This design comes from an exercise in tuning for small area, a short achievable clock period and few clock cycles per item on the open sky130 flow, not from production work. The RTL was checked by simulation tests, not by an equivalence proof against the original design.

## rgb_to_hsl_convert
module rgb_to_hsl_convert (
    input  logic        i_clk,
    input  logic        i_rst_n,
    input  logic        i_valid,
    output logic        o_stall,
    input  logic [7:0]  i_red,
    input  logic [7:0]  i_green,
    input  logic [7:0]  i_blue,
    input  logic [7:0]  i_alpha,
    output logic        o_valid,
    input  logic        i_stall,
    output logic [12:0] o_hue,
    output logic [7:0]  o_saturation,
    output logic [7:0]  o_luminance,
    output logic [7:0]  o_alpha_out
);
==> flow/config.mk <==
export PLATFORM = sky130hd
export DESIGN_NAME = rgb_to_hsl_convert
export DESIGN_NICKNAME = rgb_to_hsl_convert
export VERILOG_FILES = /design/flow/design.v
export SDC_FILE = /design/flow/constraint.sdc
export NUM_CORES = 4
export LEC_CHECK = 0
export ABC_AREA = 1
export CAP_MARGIN = 20
export CORE_MARGIN = 2
export CORE_UTILIZATION = 40
export SETUP_SLACK_MARGIN = 4.3
export SLEW_MARGIN = 20
==> flow/constraint.sdc <==
create_clock -name core_clock -period 8.0 [get_ports {i_clk}]
set_input_delay 1.6000 -clock core_clock [delete_from_list [all_inputs] [get_ports {i_clk}]]
set_output_delay 1.6000 -clock core_clock [all_outputs]
set_load 0.01 [all_outputs]
run.sh (not shown) runs the stock make flow with config.mk's settings and CLKGATE_MAP_FILE= SYNTH_SCRIPT=/design/flow/synth_recipe.tcl, a recipe that flattens the netlist after the stock synthesis.
Testbench counts at the start, summed over its fixed seeds: cycles 32,048, pixels 32,000.
Change:
- SETUP_SLACK_MARGIN: 4.3 -> 4.0
After rerunning: The changed run completed with no timing, DRC or antenna violations; register-to-register slack loses 260 ps; final cell count drops by 2.3%; cell area is lower by 4.9%; first-iteration DRC count goes down by 2.2%; die area is unchanged.
Change:
- PLACE_DENSITY: unset -> 0.5
- SETUP_SLACK_MARGIN: 4.0 -> 4.2
Outcome:
- die area stays the same
- non-clock buffer count grows by 48
- sequential share of layout area goes down by 1.6 points
- global-route usage goes up by 1.8 points
- fmax rises by 2.2%
Change:
- PLACE_DENSITY: 0.5 -> unset
Worst setup slack improves by 34 ps.
Fmax increases by about 0.9%.
Routed wire length decreases by 5.8%.
Final cell count decreases by 0.34%.
Core utilization decreases by 0.59 points.
Cell area decreases by about 1.2%.
Flip-flop and latch count stays the same.

* * *

job 8161:
rgb_to_hsl_convert again, from the RTL that the note above started with.
Design rgb_to_hsl_convert, start of the top module:
module rgb_to_hsl_convert (
    input  logic        i_clk,
    input  logic        i_rst_n,
    input  logic        i_valid,
    output logic        o_stall,
    input  logic [7:0]  i_red,
    input  logic [7:0]  i_green,
    input  logic [7:0]  i_blue,
    input  logic [7:0]  i_alpha,
    output logic        o_valid,
    input  logic        i_stall,
    output logic [12:0] o_hue,
    output logic [7:0]  o_saturation,
    output logic [7:0]  o_luminance,
    output logic [7:0]  o_alpha_out
);
clock: 8.0 ns
lec_check: 0
abc_area: 1
cap_margin: 20
core_margin: 2
core_utilization: 40
gpl_routability_driven: 0
setup_slack_margin: 4.2
slew_margin: 20
Testbench counts of job 8161, summed over its fixed seeds: cycles 32,048, pixels 32,000.
Modified inputs, job 1559 compared to job 8161
- removing GPL_ROUTABILITY_DRIVEN (formerly 0)
- changing ABC_AREA from 1 to 0
Notes after the runs:
Taking job 8161 as the reference, in job 1559 detailed placer's ending HPWL -about 0.6%; via count -about 8%; post-synthesis instance area -3.5%. sky130_fd_sc_hd__nand2_1 as the most common library cell in the layout ignoring fill and taps was reported by job 8161, and sky130_fd_sc_hd__edfxtp_1 by job 1559. hr__r3[3] as the capturing element of the worst setup path was reported by job 1559, and o_stall by job 8161. Non-filler instance count after layout (job 1559 vs. job 8161) decreases by more than 10%. Against job 8161, job 1559 comes in about 4% lower on area of the placeable core.
Here is what was changed in the inputs of job 401 compared with job 1559.
- ABC_AREA changed from 0 to 1
- CTS_CLUSTER_DIAMETER newly set to 70
- CTS_CLUSTER_SIZE newly set to 28
==> run summary <==
Summary of job 401 over job 1559: compound-cell area share of the yosys netlist now sits lower, synthesized cell count grew by 479, routed wire length went down about 5.7%.
Looking at critical path depth across job 401 and job 1559, the one that comes out higher is job 1559.
Job 401 — number of buffers outside the clock class in the layout about 50% lower, job 1559 as reference
What job 8917 does differently from job 401 at the input level:
- removing CTS_CLUSTER_DIAMETER (formerly 70)
- removing CTS_CLUSTER_SIZE (formerly 28)
- changing SETUP_SLACK_MARGIN from 4.2 to 4.4
- From job 401 to job 8917 the numbers moved as follows: clock period minus final worst setup slack fell 0.17 ns; combined area of the multi-input logic cells rose about 6%.
- The cell area number comes out higher for job 8917 vs job 401.
- [compare] base=job 401 new=job 8917: post-CTS setup-driven buffer insertion count shows an increase of about 140%; non-clock buffer count has increased; met3 usage rose by 0.53 points.

[port drivers added, routing unchanged]
How much do the figures lean on ideal ports? The routed layouts below were timed once more, with nothing changed but the port constraints.
Step 1: set_driving_cell puts a clkbuf_16 on i_clk and a buf_2 on each other input, an assumption about the parent block.
Step 2 times the ports against the registers' clock, not the clock port: input delays grow and output delays shrink by t, the midpoint of the rising clock arrivals with the driver on.
Slacks: ideal / step 1 / step 2; pairs: ideal / step 1.
run | shift t [ns] | setup slack, ns | clock arrival spread, ns
the first run of note 1 | 0.579 | 4.357 / 4.330 / 3.791 | 0.021 / 0.021
the second run of note 1 | 0.577 | 4.140 / 4.167 / 3.590 | 0.020 / 0.020
the third run of note 1 | 0.592 | 4.224 / 4.179 / 3.701 | 0.014 / 0.014
the fourth run of note 1 | 0.574 | 4.258 / 4.221 / 3.735 | 0.021 / 0.020
job 8161 | 0.573 | 4.238 / 4.200 / 3.752 | 0.028 / 0.028
job 1559 | 0.594 | 3.714 / 3.714 / 3.687 | 0.013 / 0.014
job 401 | 0.619 | 4.251 / 4.201 / 3.678 | 0.023 / 0.023
job 8917 | 0.582 | 4.424 / 4.375 / 3.906 | 0.016 / 0.016
After both steps every run listed still meets setup and hold. The setup slack of job 401, which loses most, moves by -0.050 ns with the drivers and by -0.573 ns with both steps.
